Background: an optimization exercise with open tools, aiming at small area and a short achievable clock period. Do not read the settings as production practice. The RTL was checked by simulation tests, not by an equivalence proof against the original design. No activity file was given, so power comes from the tool's default toggle rates.

## flow/design.v (module list and top-level ports; edited modules follow where they fit)
// module addSub: 12 lines
// module mx2i: 8 lines
// module shifter: 30 lines
// module lAoi22: 3 lines
// module lNand3: 3 lines
// module wbBit8: 11 lines
// module wbBit9: 11 lines
// module addSubCore: 245 lines
// module pcAddCore: 226 lines
// module rsAoi: 7 lines
// module rsAnd11: 6 lines
// module rsPort: 15 lines
// module lNand2: 1 lines
// module lNor2: 1 lines
// module lInv: 1 lines
// module lXor2: 1 lines
// module lXnor2: 1 lines
// module lAoi21: 1 lines
// module lOai21: 1 lines
// module lMux2: 1 lines
// module addrAdd: 454 lines
// module pcAdd: 7 lines
// module pcInc: 6 lines
// module rv32Core: 135 lines
module rv32Core #(
    parameter logic [31:0] resetVector = '0
) (
    input  logic        clk,
    input  logic        reset,
    output logic [31:0] pc,
    input  logic [31:0] instruction,
    output logic        we,
    output logic [31:0] addressToMem,
    output logic [31:0] dataToMem,
    input  logic [31:0] dataFromMem
);
  // ...
==> flow/run.sh <==
#!/bin/bash
# synth_recipe.tcl (not shown) runs the flow's synth.tcl, then flattens the netlist and writes it again
# the make line also repeats each setting of config.mk as NAME=value (left out here)
make -C /OpenROAD-flow-scripts/flow DESIGN_CONFIG=/design/flow/config.mk WORK_HOME=/design/flow/orfs CLKGATE_MAP_FILE= SYNTH_SCRIPT=/design/flow/synth_recipe.tcl finish
==> flow/config.mk <==
export PLATFORM = sky130hd
export DESIGN_NAME = rv32Core
export DESIGN_NICKNAME = rv32Core
export VERILOG_FILES = /design/flow/design.v
export SDC_FILE = /design/flow/constraint.sdc
export NUM_CORES = 4
export LEC_CHECK = 0
export CAP_MARGIN = 20
export CORE_MARGIN = 2
export CORE_UTILIZATION = 50
export SETUP_SLACK_MARGIN = 3.0
export SLEW_MARGIN = 20
export SYNTH_HIERARCHICAL = 1
export SYNTH_MINIMUM_KEEP_SIZE = 0
==> flow/constraint.sdc <==
create_clock -name core_clock -period 11.0 [get_ports {clk}]
set_input_delay 2.2000 -clock core_clock [delete_from_list [all_inputs] [get_ports {clk}]]
set_output_delay 2.2000 -clock core_clock [all_outputs]
set_load 0.01 [all_outputs]
==> results.py, run 1 <==
metrics = {
    "setup_path": {
        "critical_path_depth": 9,
        "critPathLaunch": "instruction[22]",
        "max_stage_delay_ns": 0.68,
        "cp_slowest_cell": "nand2_2",
        "crit_arrival_ns": 5.93,
        "critPathLaunchType": "input port",
        "worstReg2RegEnd": "regs[3][7]$_DFFE_PP_",
        "critPathCaptureType": "output pin",
        "cp-endpoint": "dataToMem[7]",
    },
    "timing": {
        "rsz0062_at_grt": "true",
        "setup_ws_ns": 2.87,
        "layout_min_cycle_time_ns": 8.13,
    },
    "place": {
        "gp_congestion": 0.975,
        "dp.cells": 5523,
        "dpl.hpwl_um": 145000,
    },
    "synth": {
        "yosysWarnings": 10,
        "ys_seq_area_frac": 0.598,
        "mappedNetlistArea_um2": 50800,
        "synthCells": 3853,
        "synth_top_area_share": 0.586,
        "synthXorXnorAreaFrac": 0.0429,
        "synth_compound_area_frac": 0.179,
        "synth_area_per_cell_um2": 13.2,
    },
    "pwr": {
        "power.internal_w": 0.00719,
        "p_switching_w": 0.00291,
        "power_leader": "registers",
    },
    "routing": {
        "first_iter_violations": 11038,
        "wl_met1_um": 78200,
        "drt_first_pass_iters": 17,
        "dr.max_layer_used": "met5",
        "avgViaCountPerCell": 7.41,
        "vias": 44362,
    },
    "die": {
        "rows": 116,
        "fp.dieH_um": 323,
        "num_io_pins": 163,
        "die_w_um": 323,
    },
    "clock_tree": {
        "cts-root-buf": "clkbuf_16",
        "post_cts_resized": 207,
        "htreeDepth": 3,
        "cts_tree": "built",
        "clockBufferDepth": 3,
    },
    "cells_and_area": {
        "fin_util": 0.631,
    },
    "grt": {
        "grt.overflow.total": 0,
        "grt_use_met1": 0.537,
    },
    "outcome": {
        "status": "finished clean",
    },
}
==> module rv32Core, before the edit <==
module rv32Core #(
    parameter logic [31:0] resetVector = '0
) (
    input  logic        clk,
    input  logic        reset,
    output logic [31:0] pc,
    input  logic [31:0] instruction,
    output logic        we,
    output logic [31:0] addressToMem,
    output logic [31:0] dataToMem,
    input  logic [31:0] dataFromMem
);
    logic [6:0] op;
    logic [2:0] f3;
    logic [6:0] f7;
    assign op = instruction[6:0];
    assign f3 = instruction[14:12];
    assign f7 = instruction[31:25];
    logic isR, f7Base, f7Alt;
    logic rAdd, rSub, rAnd, rSlt, rSll, rSrl, rSra;
    logic isAddi, isLw, isSw, isBeq, isBlt, isLui, isAuipc, isJal, isJalr;
    assign isR    = (op == 7'b0110011);
    assign f7Base = (f7 == 7'b0000000);
    assign f7Alt  = (f7 == 7'b0100000);
    assign rAdd   = isR & f7Base & (f3 == 3'b000);
    assign rSub   = isR & f7Alt  & (f3 == 3'b000);
    assign rAnd   = isR & f7Base & (f3 == 3'b111);
    assign rSlt   = isR & f7Base & (f3 == 3'b010);
    assign rSll   = isR & f7Base & (f3 == 3'b001);
    assign rSrl   = isR & f7Base & (f3 == 3'b101);
    assign rSra   = isR & f7Alt  & (f3 == 3'b101);
    assign isAddi = (op == 7'b0010011) & (f3 == 3'b000);
    assign isLw   = (op == 7'b0000011) & (f3 == 3'b010);
    assign isSw   = (op == 7'b0100011) & (f3 == 3'b010);
    assign isBeq  = (op == 7'b1100011) & (f3 == 3'b000);
    assign isBlt  = (op == 7'b1100011) & (f3 == 3'b100);
    assign isLui  = (op == 7'b0110111);
    assign isAuipc = (op == 7'b0010111);
    assign isJal  = (op == 7'b1101111);
    assign isJalr = (op == 7'b1100111) & (f3 == 3'b000);
    logic regWrite;
    assign regWrite = ~reset & (rAdd | rSub | rAnd | rSlt | rSll | rSrl | rSra |
                                isAddi | isLw | isLui | isAuipc | isJal | isJalr);
    assign we = ~reset & isSw;
    logic [31:0] rs1, rs2, wd;
    logic [31:0] regs [1:31];
    logic [31:1] sel1, sel2;
    logic [4:0]  rdAddr;
    logic [31:0] rs1n, rs2n;
    assign rs1 = ~rs1n;
    assign rs2 = ~rs2n;
    assign rdAddr = instruction[11:7];
    genvar gi, gb;
    generate
        for (gi = 1; gi < 32; gi++) begin : g_reg
            always_ff @(posedge clk)
                if (regWrite && rdAddr == gi[4:0])
                    regs[gi] <= wd;
            assign sel1[gi] = (instruction[19:15] == gi[4:0]);
            assign sel2[gi] = (instruction[24:20] == gi[4:0]);
        end
        for (gb = 0; gb < 32; gb++) begin : g_bit
            logic [31:1] col;
            for (gi = 1; gi < 32; gi++) begin : g_col
                assign col[gi] = regs[gi][gb];
            end
            rsPort p1 (.sel(sel1), .d(col), .yn(rs1n[gb]));
            rsPort p2 (.sel(sel2), .d(col), .yn(rs2n[gb]));
        end
    endgenerate
    logic [11:0] immIS;
    logic [31:0] addrSum;
    assign immIS = {instruction[31:25],
                    (~op[6] & op[5]) ? instruction[11:7] : instruction[24:20]};
    addrAdd addA (.a(rs1), .an(rs1n), .imm(immIS), .s(addrSum));
    assign addressToMem = addrSum;
    assign dataToMem    = rs2;
    logic        doSub, lt, eq;
    logic [31:0] sumB, shRes;
    assign doSub = ~op[4] | instruction[30] | instruction[13];
    addSub  addB (.an(rs1n), .bn(rs2n), .sub(doSub), .sum(sumB), .lt(lt), .eq(eq));
    shifter sh0  (.a(rs1), .sh(rs2[4:0]), .left(rSll), .arith(rSra), .r(shRes));
    logic [31:0] pcPlus4, immUJB, pcSum, nextPc;
    logic        takeBranch;
    pcInc inc0 (.pc(pc[31:2]), .s(pcPlus4[31:2]));
    assign pcPlus4[1:0] = pc[1:0];
    always_comb begin
        if (op[2] & ~op[3])           
            immUJB = {instruction[31:12], 12'b0};
        else if (op[3])               
            immUJB = {{12{instruction[31]}}, instruction[19:12], instruction[20],
                      instruction[30:21], 1'b0};
        else                          
            immUJB = {{20{instruction[31]}}, instruction[7], instruction[30:25],
                      instruction[11:8], 1'b0};
    end
    pcAdd pcA (.pc(isLui ? 32'b0 : pc), .imm(immUJB), .s(pcSum));
    assign takeBranch = isJal | (isBeq & eq) | (isBlt & lt);
    always_comb begin
        if (isJalr)
            nextPc = {addrSum[31:1], 1'b0};
        else if (takeBranch)
            nextPc = pcSum;
        else
            nextPc = pcPlus4;
    end
    logic [31:1] pcQ;
    always_ff @(posedge clk)
        if (reset) pcQ <= resetVector[31:1];
        else       pcQ <= nextPc[31:1];
    assign pc = {pcQ, 1'b0};
    logic [8:0]  wbSel;
    logic [31:0] andv;
    assign andv = ~(rs1n | rs2n);
    assign wbSel[0] = isR & (f3 == 3'b000);                  
    assign wbSel[1] = isR & (f3 == 3'b101);                  
    assign wbSel[2] = isR & (f3 == 3'b001);                  
    assign wbSel[3] = isR & (f3 == 3'b111);                  
    assign wbSel[4] = (op == 7'b0010011);                    
    assign wbSel[5] = (op == 7'b0000011);                    
    assign wbSel[6] = op[6] & op[2];                         
    assign wbSel[7] = ~op[6] & op[4] & op[2];                
    assign wbSel[8] = isR & (f3 == 3'b010);                  
    wbBit9 wb0 (.d({lt, pcSum[0], pcPlus4[0], dataFromMem[0], addrSum[0], andv[0],
                    shRes[31], shRes[0], sumB[0]}),
                .s(wbSel), .y(wd[0]));
    genvar gw;
    generate
        for (gw = 1; gw < 32; gw++) begin : g_wb
            wbBit8 wb (.d({pcSum[gw], pcPlus4[gw], dataFromMem[gw], addrSum[gw], andv[gw],
                           shRes[31-gw], shRes[gw], sumB[gw]}),
                       .s(wbSel[7:0]), .y(wd[gw]));
        end
    endgenerate
endmodule
==> run 2, diff against run 1 <==
--- a/flow/design.v
+++ b/flow/design.v
@@ -1138,7 +1138,12 @@
                     (~op[6] & op[5]) ? instruction[11:7] : instruction[24:20]};
     addrAdd addA (.a(rs1), .an(rs1n), .imm(immIS), .s(addrSum));
     assign addressToMem = addrSum;
-    assign dataToMem    = rs2;
+    genvar gd;
+    generate
+        for (gd = 0; gd < 32; gd++) begin : g_dm
+            lInv dmInv (.a(rs2n[gd]), .y(dataToMem[gd]));
+        end
+    endgenerate
     logic        doSub, lt, eq;
     logic [31:0] sumB, shRes;
     assign doSub = ~op[4] | instruction[30] | instruction[13];
==> flow/flow/run.sh (new file) <==
#!/bin/bash
# The standard layout, with the port buffers inserted as buf_4 instead of the
# resizer's default pick (a slow delay buffer that later repair cannot swap).
set -euo pipefail
bash standard.sh 'BUFFER_PORTS_ARGS=-buffer_cell sky130_fd_sc_hd__buf_4' finish > standard_make.log 2>&1
==> flow/standard.sh (new file) <==
#!/bin/bash
# synth_recipe.tcl (not shown) runs the flow's synth.tcl, then flattens the netlist and writes it again
# the make line also repeats each setting of config.mk as NAME=value (left out here)
make -C /OpenROAD-flow-scripts/flow DESIGN_CONFIG=/design/flow/config.mk WORK_HOME=/design/flow/orfs CLKGATE_MAP_FILE= SYNTH_SCRIPT=/design/flow/synth_recipe.tcl "${@:-finish}"
--- a/flow/config.mk
+++ b/flow/config.mk
@@ -8,7 +8,7 @@
 export CAP_MARGIN = 20
 export CORE_MARGIN = 2
 export CORE_UTILIZATION = 50
-export SETUP_SLACK_MARGIN = 3.0
+export SETUP_SLACK_MARGIN = 3.5
 export SLEW_MARGIN = 20
 export SYNTH_HIERARCHICAL = 1
 export SYNTH_MINIMUM_KEEP_SIZE = 0
removed: flow/run.sh
==> results.py, run 2 <==
metrics = {
    "grt": {
        "grt_max_degree": 63,
        "grt.overflow.total": 0,
        "antenna_found_initial": 10,
        "track_usage": 0.422,
        "grt_pass1_vias": 40527,
        "grt_pass1_wl_um": 309000,
    },
    "synth": {
        "synthMostInstantiatedCell": "edfxtp_1",
        "synth_adder_area_share": 0.000244,
        "synth_compound_area_frac": 0.179,
        "synthMuxAreaShare": 0.0509,
        "yosys.area_share.simple": 0.112,
        "yosysWarnings": 10,
        "synth_area_per_cell_um2": 13.3,
        "ys_seq_area_frac": 0.594,
        "synthCells": 3861,
        "async_flop_share": 0,
        "mappedNetlistArea_um2": 51200,
        "netlist_top_cells_area": "edfxtp_1 (58%), a222oi_1 (14%), mux2i_1 (4.9%)",
        "synth_edf_count": 992,
        "synthXorXnorAreaFrac": 0.0424,
        "synthTopCellsByCount": "edfxtp_1 (992), a222oi_1 (705), nand2_1 (289)",
        "synth_top_area_share": 0.582,
        "yosys.area.top_type": "edfxtp_1",
        "synth_top_family_by_area": "compound AO/OA/AOI/OAI gates",
        "synthDistinctLibCells": 53,
        "ys_ff_latch": 1023,
        "ys.flop_type": "edfxtp_1",
    },
    "place": {
        "gp_congestion": 0.981,
        "io_buffers": 161,
        "dpl.hpwl_um": 147000,
        "dp.cells": 5500,
    },
    "routing": {
        "first_iter_violations": 10797,
        "final_antenna_net_count": 0,
        "vias": 44170,
        "drt_first_pass_iters": 17,
        "wirelength_um": 229000,
        "avgViaCountPerCell": 7.37,
        "routedWlPerCell_um": 38.1,
        "drc_errors": 0,
    },
    "setup_path": {
        "cp_slowest_cell": "nand4_1",
        "cp_cell_sequence": "buf_16 > nand3b_1 > nor3_4 > buf_12 > buf_12 > buf_4 > a222oi_1 > nand4_1 > nor3_2 > buf_6 > buf_6 > nor2_1 > nand2_1 > nor2_1 > nand2_1 > inv_1 > xnor2_1 > mux2i_1 > mux2i_1 > buf_4 > buf_6",
        "crit_family": "simple AND/OR/NAND/NOR gates",
        "crit_arrival_ns": 6.01,
        "cp_common_cell": "buf_6",
        "critPathLaunch": "instruction[15]",
        "path_buf_inv": 9,
        "criticalPathCategory": "input port to output pin",
        "cp_max_fo": 5,
        "required_ns": 8.80,
        "rr_startpoint": "regs[28][4]$_DFFE_PP_",
        "critPathLaunchType": "input port",
        "critPathCaptureType": "output pin",
        "max_stage_delay_ns": 0.74,
    },
    "die": {
        "fp.dieArea_um2": 105000,
        "rows": 117,
        "fp.dieH_um": 324,
        "num_io_pins": 163,
        "die_w_um": 324,
        "start_util": 0.504,
        "coreArea_um2": 102000,
    },
    "timing": {
        "finalSetupTns_ns": 0,
        "rsz0062_at_grt": "true",
        "tightest_slew_ns": 1.39,
        "min_period_over_period": 0.747,
        "fin_skew_ns": 0.0471,
        "setup_viol_count_final": 0,
        "max_slew_margin": 0.0761,
        "layout_min_cycle_time_ns": 8.21,
        "hold_viol": 0,
        "fmax_ghz": 0.122,
        "drv_slew": 0,
    },
    "cells_and_area": {
        "final_nets": 4597,
        "final_common_cell": "edfxtp_1",
        "drive_above_1_share": 0.265,
        "layout_common_cells": "edfxtp_1 (992), a222oi_1 (705), buf_4 (511)",
        "area_growth_pct": 24.8,
        "reg_top3": "regs: 992 flops, pcQ: 31 flops",
        "stdcell_count": 5991,
        "largest_reg_flops": 992,
        "nFillCells": 7883,
        "regMostFlops": "regs",
    },
    "outcome": {
        "status": "finished clean",
    },
    "pwr": {
        "total_leakage_power_nw": 22.5,
        "irDropWorstVdd_uv": 144,
        "powerDensity_nw_per_um2": 157,
    },
    "clock_tree": {
        "clock-sinks": 1023,
        "clkTransAtPathRegs_ns": 0.06,
        "clockBufferDepth": 3,
        "cts_tree": "built",
        "htreeDepth": 3,
        "cts-root-buf": "clkbuf_16",
        "clkLatencyLatePin_ns": 0.74,
        "cts_made_buffers": 103,
    },
    "hold_path": {
        "hp-start": "pcQ[1]$_SDFFE_PP0P_",
        "hold_path.class": "flop to flop",
    },
    "flow_run": {
        "drv_cap": 0,
    },
}
[run 2: cell count changes after synthesis, moves of 32 or more]
cell and change:
nand2_1 -82, nor2_1 -48, nor4_1 +37, nor3b_1 +34, clkbuf_1 +33, nand2b_1 +33
a311oi_1 -32
[run 2: worst paths after layout]
path                      endpoint  slack [ns]  depth (start not counted)
max               addressToMem[27]        2.79                         21
min reg2reg    pcQ[1]$_SDFFE_PP0P_        0.78                          2
max reg2reg  regs[2][16]$_DFFE_PP_        5.30                         17
min            pcQ[1]$_SDFFE_PP0P_        0.78                          2
[run 2: area by class of cell]
class	instances	area, um2	area share
diodes	5	12.5	0.000196
clock buffers	120	2640	0.0414
clock inverters	73	701	0.0110
inverters	182	686	0.0107
multi-input cells	2593	22100	0.346
flip-flops and latches	1023	30400	0.476
well taps	1368	1710	0.0268
repair buffers	627	5590	0.0875
[run 2: power by group]
group	switching [W]	internal (W)
clock network	0.00155	0.00196
logic	0.00139	0.000817
registers	0.00000370	0.00427
total	0.00295	0.00705
[run 2: modules after synthesis (local to each module, per instance), excerpt]
| module | cells | flip-flops and latches | times used |
|---|---|---|---|
| lXnor2 | 1 | 0 | 62 |
| pcAddCore | 1 | 0 | 1 |
| pcInc | 77 | 0 | 1 |
| rsAoi | 1 | 0 | 705 |
| rsPort | 1 | 0 | 64 |
| rv32Core | 1575 | 1023 | 1 |
| shifter | 2 | 0 | 1 |
[run 2: through the flow]
step                      worst slack (ns)   util  hold WS, ns  cell area [um2]  total power [W]
after detailed placement              1.40  0.555        0.760            56400          0.00607
final                                 2.79  0.629        0.785            63900           0.0100
after global routing                  2.86  0.629        0.838            63900           0.0102
after floorplan                       3.46      -        0.695            51900          0.00538
after CTS                             3.12  0.617        0.788            62700          0.00983
after global placement                1.38  0.555        0.740            56400          0.00608
[run 2: metal layers]
layer  GRT usage  up-vias  part of all wire
met5      0.0125        -           0.00085
met4       0.248        4             0.078
met3       0.124      668              0.15
met2       0.625     3772              0.43
met1       0.549    21672              0.34
li1            -    18054                 -
[run 2: logic make-up after synthesis]
| group | after synthesis |
|---|---|
| simple gates | 1101 |
| buf+inv | 257 |
| xor+xnor | 248 |
| mux | 259 |
| compound gates | 971 |
| flops | 1023 |
| other cells | 1 |
| fa+ha+maj | 1 |
[run 2: repair_timing]
action	in CTS	in global routing
gates resized for setup	219	128
cloned	7	5
setup endpoints to repair	1083	811
pin swaps	139	111
hold buffers	0	0
setup buffers	211	69
[run 2: tightest hold or removal path, stage by stage, from the launching register on]
cell     delay (ns)
dfxtp_1        0.39
nor3b_1        0.21
a221o_1        0.16

afterwards: timing with drivers on the ports:
The flow's constraints put no driver on any port. The routed layouts listed below were extracted and timed again, unchanged, in two steps. Step 1: set_driving_cell puts a clkbuf_16 on clk and a buf_2 on each other input, an assumption about the parent block. Step 2 times the ports against the registers' clock, not the clock port: input delays grow and output delays shrink by t, the midpoint of the rising clock arrivals with the driver on. a / b / c = no drivers / after step 1 / after step 2; a / b = the first two.
| run | t (ns) | setup WS [ns] | worst data-port slew with drivers (ns) | pins driven straight from the clock port |
|---|---|---|---|---|
| run 1 | 0.784 | 2.874 / 2.703 / 2.270 | 0.29 | 1 |
| run 2 | 0.793 | 2.788 / 2.507 / 2.507 | 0.34 | 1 |
After both steps every run listed still meets setup and hold. The setup slack of run 1, which loses most, moves by -0.171 ns with the drivers and by -0.604 ns with both steps.
